This design comes from an exercise in tuning for small area on the open sky130 flow, not from production work. RTL that was checked went through simulation tests only; none was proved equivalent to the original. The clock port is modelled as an ideal driver; clocking choices that lean on that would not hold on a real chip. Power figures rest on the tool's default switching activity, not on a simulated workload.

==> module wb_buffer, before the edit <==
module wb_buffer (
	input  logic                clk,
	input  logic                reset_,
	input  logic                flush,
	input  logic                issue_valid,
	input  logic [REG_AW-1:0]   issue_rd,
	input  logic [DATA_W-1:0]   alu_y_n,            
	input  logic                alu_illegal,
	output logic                issue_ready,
	input  logic                ext_valid,
	output logic                head_valid,
	output logic                head_sel,           
	output logic [2*REG_AW-1:0] slot_rd,
	output logic [2*DATA_W-1:0] slot_data,
	output logic [1:0]          slot_exc
);
	logic [2*DATA_W-1:0]  data_d;
	logic [1:0]           slot_we;
	logic           res_v;         
	logic           cnt1;          
	logic           cnt2;          
	logic           cred_ret;      
	logic           wp;
	logic           rp;
	logic           accept;
	logic           pop;
	logic           inc;
	logic           dec;
	assign issue_ready = !(cnt2 | (cnt1 & (res_v | cred_ret)) | (res_v & cred_ret));
	assign accept      = issue_valid & issue_ready & !flush;
	assign head_valid  = cnt1;
	assign pop         = cnt1 & !ext_valid;
	assign inc = res_v & !pop;
	assign dec = pop & !res_v;
	assign head_sel = rp;
	assign slot_we  = {issue_ready & wp, issue_ready & !wp};
	for (genvar s = 0; s < 2; s++) begin : g_slot
		for (genvar j = 0; j < DATA_W; j++) begin : g_bit
			rf_bit_next u_next (
				.q    (slot_data[s*DATA_W + j]),
				.we_n (!slot_we[s]),
				.wd_n (alu_y_n[j]),
				.d    (data_d[s*DATA_W + j])
			);
		end
	end
	slot_store u_store (
		.clk  (clk),
		.d    (data_d),
		.q    (slot_data)
	);
	always_ff @(posedge clk) begin
		for (int s = 0; s < 2; s++) begin
			if (slot_we[s]) begin
				slot_rd[s*REG_AW +: REG_AW] <= issue_rd;
				slot_exc[s]                 <= alu_illegal;
			end
		end
	end
	always_ff @(posedge clk or negedge reset_) begin
		if (!reset_) begin
			res_v    <= 1'b0;
			cnt1     <= 1'b0;
			cnt2     <= 1'b0;
			cred_ret <= 1'b0;
			wp       <= 1'b0;
			rp       <= 1'b0;
		end else if (flush) begin
			res_v    <= 1'b0;
			cnt1     <= 1'b0;
			cnt2     <= 1'b0;
			cred_ret <= 1'b0;
			wp       <= 1'b0;
			rp       <= 1'b0;
		end else begin
			res_v    <= accept;
			cnt1     <= cnt2 | (cnt1 & !dec) | inc;
			cnt2     <= (cnt2 & !dec) | (cnt1 & inc);
			cred_ret <= pop;
			wp       <= wp ^ accept;
			rp       <= rp ^ pop;
		end
	end
endmodule
Settings: LEC_CHECK=0, CAP_MARGIN=0, CORE_MARGIN=2, CORE_UTILIZATION=65, CTS_BUF_LIST=sky130_fd_sc_hd__clkbuf_16, CTS_CLUSTER_DIAMETER=100, CTS_CLUSTER_SIZE=30, SLEW_MARGIN=0, SYNTH_HIERARCHICAL=1; clock period 7.0 ns.
standard.sh (not shown) runs the stock make flow with config.mk's settings and CLKGATE_MAP_FILE= SYNTH_SCRIPT=/design/flow/synth_recipe.tcl, a recipe that flattens the netlist after the stock synthesis.
==> flow/flow/run.sh <==
#!/bin/bash
# The standard layout, with plain buf_1 cells as the port buffers.
export BUFFER_PORTS_ARGS="-buffer_cell sky130_fd_sc_hd__buf_1"
bash standard.sh > standard.log 2>&1
The starting point went through all stages and came out clean.
Then changed:
--- a/flow/design.v
+++ b/flow/design.v
@@ -208,16 +208,14 @@
 	logic           rp;
 	logic           accept;
 	logic           pop;
-	logic           inc;
-	logic           dec;
+	logic [1:0]     cnt_next;
 	assign issue_ready = !(cnt2 | (cnt1 & (res_v | cred_ret)) | (res_v & cred_ret));
 	assign accept      = issue_valid & issue_ready & !flush;
 	assign head_valid  = cnt1;
 	assign pop         = cnt1 & !ext_valid;
-	assign inc = res_v & !pop;
-	assign dec = pop & !res_v;
+	assign cnt_next    = {1'b0, cnt1} + {1'b0, cnt2} + {1'b0, res_v} - {1'b0, pop};
 	assign head_sel = rp;
-	assign slot_we  = {issue_ready & wp, issue_ready & !wp};
+	assign slot_we  = {accept & wp, accept & !wp};
 	for (genvar s = 0; s < 2; s++) begin : g_slot
 		for (genvar j = 0; j < DATA_W; j++) begin : g_bit
 			rf_bit_next u_next (
@@ -258,8 +256,8 @@
 			rp       <= 1'b0;
 		end else begin
 			res_v    <= accept;
-			cnt1     <= cnt2 | (cnt1 & !dec) | inc;
-			cnt2     <= (cnt2 & !dec) | (cnt1 & inc);
+			cnt1     <= (cnt_next != 2'd0);
+			cnt2     <= cnt_next[1];
 			cred_ret <= pop;
 			wp       <= wp ^ accept;
 			rp       <= rp ^ pop;
Result: The new run completed with no timing, DRC or antenna violations; via count decreases by 0.39%; sequential power falls by 4.4%; worst setup slack got worse by 0.014 ns; synthesized area stays flat; power came out lower by 4.4%; design area rose by 0.33%; routed wire length barely changes; register-to-register slack degrades by 0.25 ns; die area is about the same; combinational power is lower by 9.8%; worst hold slack is about the same; global-route usage shrinks by 0.50 points; final cell count grows by 0.60%.


alu_wb_top, a different RTL version from the one above (not shown whole).
Size: ~4600 cells after synthesis, about 1100 flip-flops, roughly 190 I/O pins, roughly 43000 sq um of cells after synthesis.
==> module alu_shr, before the edit <==
module alu_shr (
	input  logic [DATA_W-1:0]   x,
	input  logic                fill,
	input  logic [4:0]          sh,
	output logic [DATA_W-1:0]   y
);
	logic [DATA_W-1:0] st1;
	logic [DATA_W-1:0] st2;
	logic [3:0]        sel1;
	logic [3:0]        sel2;
	always_comb begin
		for (int k = 0; k < 4; k++) begin
			sel1[k] = (sh[1:0] == 2'(k));
			sel2[k] = (sh[3:2] == 2'(k));
		end
	end
	alu_shr4 #(.STEP(1)) u_st1 (.x(x),   .fill(fill), .sel(sel1), .y(st1));
	alu_shr4 #(.STEP(4)) u_st2 (.x(st1), .fill(fill), .sel(sel2), .y(st2));
	always_comb begin
		for (int i = 0; i < DATA_W; i++) begin
			y[i] = (i + 16 < DATA_W) ? (sh[4] ? st2[i + 16] : st2[i]) : (sh[4] ? fill : st2[i]);
		end
	end
endmodule
==> module alu_ybit, before the edit <==
module alu_ybit (
	input  logic [4:0] s,
	input  logic [4:0] d,
	output logic       y_n
);
	assign y_n = ~|(s & d);
endmodule
==> module alu_unit, before the edit <==
module alu_unit (
	input  logic [3:0]          op,
	input  logic [DATA_W-1:0]   a,
	input  logic [DATA_W-1:0]   b,
	output logic [DATA_W-1:0]   y_n,                
	output logic                illegal
);
	logic                sub;
	logic [DATA_W-1:0]   bx;
	logic [DATA_W-1:0]   sum;
	logic [DATA_W-1:0]   g;
	logic [DATA_W-1:0]   p;
	logic                lt;
	logic [DATA_W-1:0]   shr_in;
	logic [DATA_W-1:0]   shr;
	logic                fill;
	logic                s_add, s_g, s_p, s_sll, s_sr;
	assign illegal = op[3] & (op[2] | op[1]);
	assign sub = op[3] | (op[2:0] == 3'd1);
	assign bx  = b ^ {DATA_W{sub}};
	alu_add u_add (
		.a    (a),
		.b    (bx),
		.cin  (sub),
		.sum  (sum),
		.g    (g),
		.p    (p)
	);
	assign lt = (a[DATA_W-1] ^ b[DATA_W-1]) ? (op[0] ? b[DATA_W-1] : a[DATA_W-1]) : sum[DATA_W-1];
	always_comb begin
		for (int i = 0; i < DATA_W; i++) begin
			shr_in[i] = op[1] ? a[i] : a[DATA_W-1-i];
		end
	end
	assign fill = op[1] & op[0] & a[DATA_W-1];
	alu_shr u_shr (
		.x    (shr_in),
		.fill (fill),
		.sh   (b[4:0]),
		.y    (shr)
	);
	assign s_add = (op[3:1] == 3'd0);
	assign s_g   = (op[3:1] == 3'd1);                        
	assign s_p   = (op == 4'd3) | (op == 4'd4);              
	assign s_sll = (op == 4'd5);
	assign s_sr  = (op[3:1] == 3'd3);
	for (genvar i = 0; i < DATA_W; i++) begin : g_y
		if (i == 0) begin : g_lt
			assign y_n[i] = ~((s_add & sum[i]) | (s_g & g[i]) | (s_p & p[i])
			                | (s_sll & shr[DATA_W-1-i]) | (s_sr & shr[i]) | (op[3] & lt));
		end else begin : g_plain
			alu_ybit u_y (
				.s   ({s_add, s_g, s_p, s_sll, s_sr}),
				.d   ({sum[i], g[i], p[i], shr[DATA_W-1-i], shr[i]}),
				.y_n (y_n[i])
			);
		end
	end
endmodule
export LEC_CHECK = 0
export CAP_MARGIN = 0
export CORE_MARGIN = 2
export CORE_UTILIZATION = 65
export CTS_BUF_LIST = sky130_fd_sc_hd__clkbuf_8
export CTS_CLUSTER_DIAMETER = 60
export CTS_CLUSTER_SIZE = 16
export SLEW_MARGIN = 0
export SYNTH_HIERARCHICAL = 1
create_clock -name core_clock -period 7.0 [get_ports {clk}]
==> flow/flow/run.sh <==
#!/bin/bash
# The standard layout, with plain buf_1 cells as the port buffers and a
# power-recovery (downsizing) pass on non-critical cells after CTS.
export BUFFER_PORTS_ARGS="-buffer_cell sky130_fd_sc_hd__buf_1"
export POST_CTS_TCL="$PWD/flow/post_cts.tcl"
bash standard.sh > standard.log 2>&1
==> flow/flow/post_cts.tcl <==
# Downsize cells that have slack to spare, fix any slew or capacitance
# that leaves too high, then legalize again.
estimate_parasitics -placement
report_design_area
repair_timing -setup -recover_power 100 -verbose
repair_design -slew_margin 10 -cap_margin 10 -verbose
detailed_placement
check_placement -verbose
report_design_area
report_worst_slack -max
report_check_types -max_slew -max_capacitance -violators
The starting point finished with timing, DRC and antenna clean.
Then changed:
--- a/flow/design.v
+++ b/flow/design.v
@@ -65,36 +65,37 @@
 		alu_sel4 u_sel (.s(sel), .d(src), .y(y[i]));
 	end
 endmodule
 module alu_shr (
 	input  logic [DATA_W-1:0]   x,
 	input  logic                fill,
-	input  logic [4:0]          sh,
+	input  logic [3:0]          sh,
 	output logic [DATA_W-1:0]   y
 );
 	logic [DATA_W-1:0] st1;
-	logic [DATA_W-1:0] st2;
 	logic [3:0]        sel1;
 	logic [3:0]        sel2;
 	always_comb begin
 		for (int k = 0; k < 4; k++) begin
 			sel1[k] = (sh[1:0] == 2'(k));
 			sel2[k] = (sh[3:2] == 2'(k));
 		end
 	end
 	alu_shr4 #(.STEP(1)) u_st1 (.x(x),   .fill(fill), .sel(sel1), .y(st1));
-	alu_shr4 #(.STEP(4)) u_st2 (.x(st1), .fill(fill), .sel(sel2), .y(st2));
-	always_comb begin
-		for (int i = 0; i < DATA_W; i++) begin
-			y[i] = (i + 16 < DATA_W) ? (sh[4] ? st2[i + 16] : st2[i]) : (sh[4] ? fill : st2[i]);
-		end
-	end
+	alu_shr4 #(.STEP(4)) u_st2 (.x(st1), .fill(fill), .sel(sel2), .y(y));
+endmodule
+module alu_ybit6 (
+	input  logic [5:0] s,
+	input  logic [5:0] d,
+	output logic       y_n
+);
+	assign y_n = ~|(s & d);
 endmodule
-module alu_ybit (
-	input  logic [4:0] s,
-	input  logic [4:0] d,
+module alu_ybit7 (
+	input  logic [6:0] s,
+	input  logic [6:0] d,
 	output logic       y_n
 );
 	assign y_n = ~|(s & d);
 endmodule
 module alu_unit (
 	input  logic [3:0]          op,
@@ -110,12 +111,13 @@
 	logic [DATA_W-1:0]   p;
 	logic                lt;
 	logic [DATA_W-1:0]   shr_in;
 	logic [DATA_W-1:0]   shr;
 	logic                fill;
 	logic                s_add, s_g, s_p, s_sll, s_sr;
+	logic                s_sr0, s_sr1, s_sl0, s_sl1;
 	assign illegal = op[3] & (op[2] | op[1]);
 	assign sub = op[3] | (op[2:0] == 3'd1);
 	assign bx  = b ^ {DATA_W{sub}};
 	alu_add u_add (
 		.a    (a),
 		.b    (bx),
@@ -131,28 +133,41 @@
 		end
 	end
 	assign fill = op[1] & op[0] & a[DATA_W-1];
 	alu_shr u_shr (
 		.x    (shr_in),
 		.fill (fill),
-		.sh   (b[4:0]),
+		.sh   (b[3:0]),
 		.y    (shr)
 	);
 	assign s_add = (op[3:1] == 3'd0);
 	assign s_g   = (op[3:1] == 3'd1);                        
 	assign s_p   = (op == 4'd3) | (op == 4'd4);              
 	assign s_sll = (op == 4'd5);
 	assign s_sr  = (op[3:1] == 3'd3);
+	assign s_sr0 = s_sr & !b[4];
+	assign s_sr1 = s_sr & b[4];
+	assign s_sl0 = s_sll & !b[4];
+	assign s_sl1 = s_sll & b[4];
 	for (genvar i = 0; i < DATA_W; i++) begin : g_y
 		if (i == 0) begin : g_lt
-			assign y_n[i] = ~((s_add & sum[i]) | (s_g & g[i]) | (s_p & p[i])
-			                | (s_sll & shr[DATA_W-1-i]) | (s_sr & shr[i]) | (op[3] & lt));
-		end else begin : g_plain
-			alu_ybit u_y (
-				.s   ({s_add, s_g, s_p, s_sll, s_sr}),
-				.d   ({sum[i], g[i], p[i], shr[DATA_W-1-i], shr[i]}),
+			alu_ybit7 u_y (
+				.s   ({s_add, s_g, s_p, s_sr0, s_sr1, s_sl0, op[3]}),
+				.d   ({sum[i], g[i], p[i], shr[i], shr[i+16], shr[DATA_W-1-i], lt}),
+				.y_n (y_n[i])
+			);
+		end else if (i < 16) begin : g_lo
+			alu_ybit6 u_y (
+				.s   ({s_add, s_g, s_p, s_sr0, s_sr1, s_sl0}),
+				.d   ({sum[i], g[i], p[i], shr[i], shr[i+16], shr[DATA_W-1-i]}),
+				.y_n (y_n[i])
+			);
+		end else begin : g_hi
+			alu_ybit7 u_y (
+				.s   ({s_add, s_g, s_p, s_sr0, s_sr1, s_sl0, s_sl1}),
+				.d   ({sum[i], g[i], p[i], shr[i], fill, shr[DATA_W-1-i], shr[DATA_W-1-i+16]}),
 				.y_n (y_n[i])
 			);
 		end
 	end
 endmodule
 `default_nettype wire
The new run passed the timing, DRC and antenna checks; routed wire length climbs by 2.6%; via count climbs by 0.84%; sequential cell count is unchanged; worst setup slack got worse by 0.22 ns; hold slack barely changes; final cell count drops by 0.51%; cell area drops by 1.0%.
Only the layout flow was run in the first run of this note; the RTL was not checked for function there.

==> separate check: timing with driven ports <==
How much do the figures lean on ideal ports? The routed layouts below were timed once more, with nothing changed but the port constraints. Step 1 sets driving cells, clkbuf_16 on the clock port and buf_2 on the other inputs (assumed; they add their load-dependent delay and slew). Step 2 times the ports against the registers' clock, not the clock port: input delays grow and output delays shrink by t, the midpoint of the rising clock arrivals with the driver on. Slacks: ideal ports / drivers / drivers and shift; pairs: ideal ports / drivers.
run | t (ns) | setup slack, ns | hold WS [ns] | worst setup path at the end
the first run of note 1 | 0.701 | 1.126 / 1.009 / 0.932 | 0.454 / 0.454 / 0.454 | input to register
the second run of note 1 | 0.689 | 1.112 / 1.033 / 1.033 | 0.453 / 0.453 / 0.453 | input to output
the first run of note 2 | 0.793 | 1.315 / 1.177 / 0.896 | 0.453 / 0.453 / 0.453 | input to register
the second run of note 2 | 0.768 | 1.094 / 1.010 / 1.010 | 0.455 / 0.455 / 0.455 | input to output
After both steps every run listed still meets setup and hold. The setup slack of the first run of note 2, which loses most, moves by -0.138 ns with the drivers and by -0.419 ns with both steps.
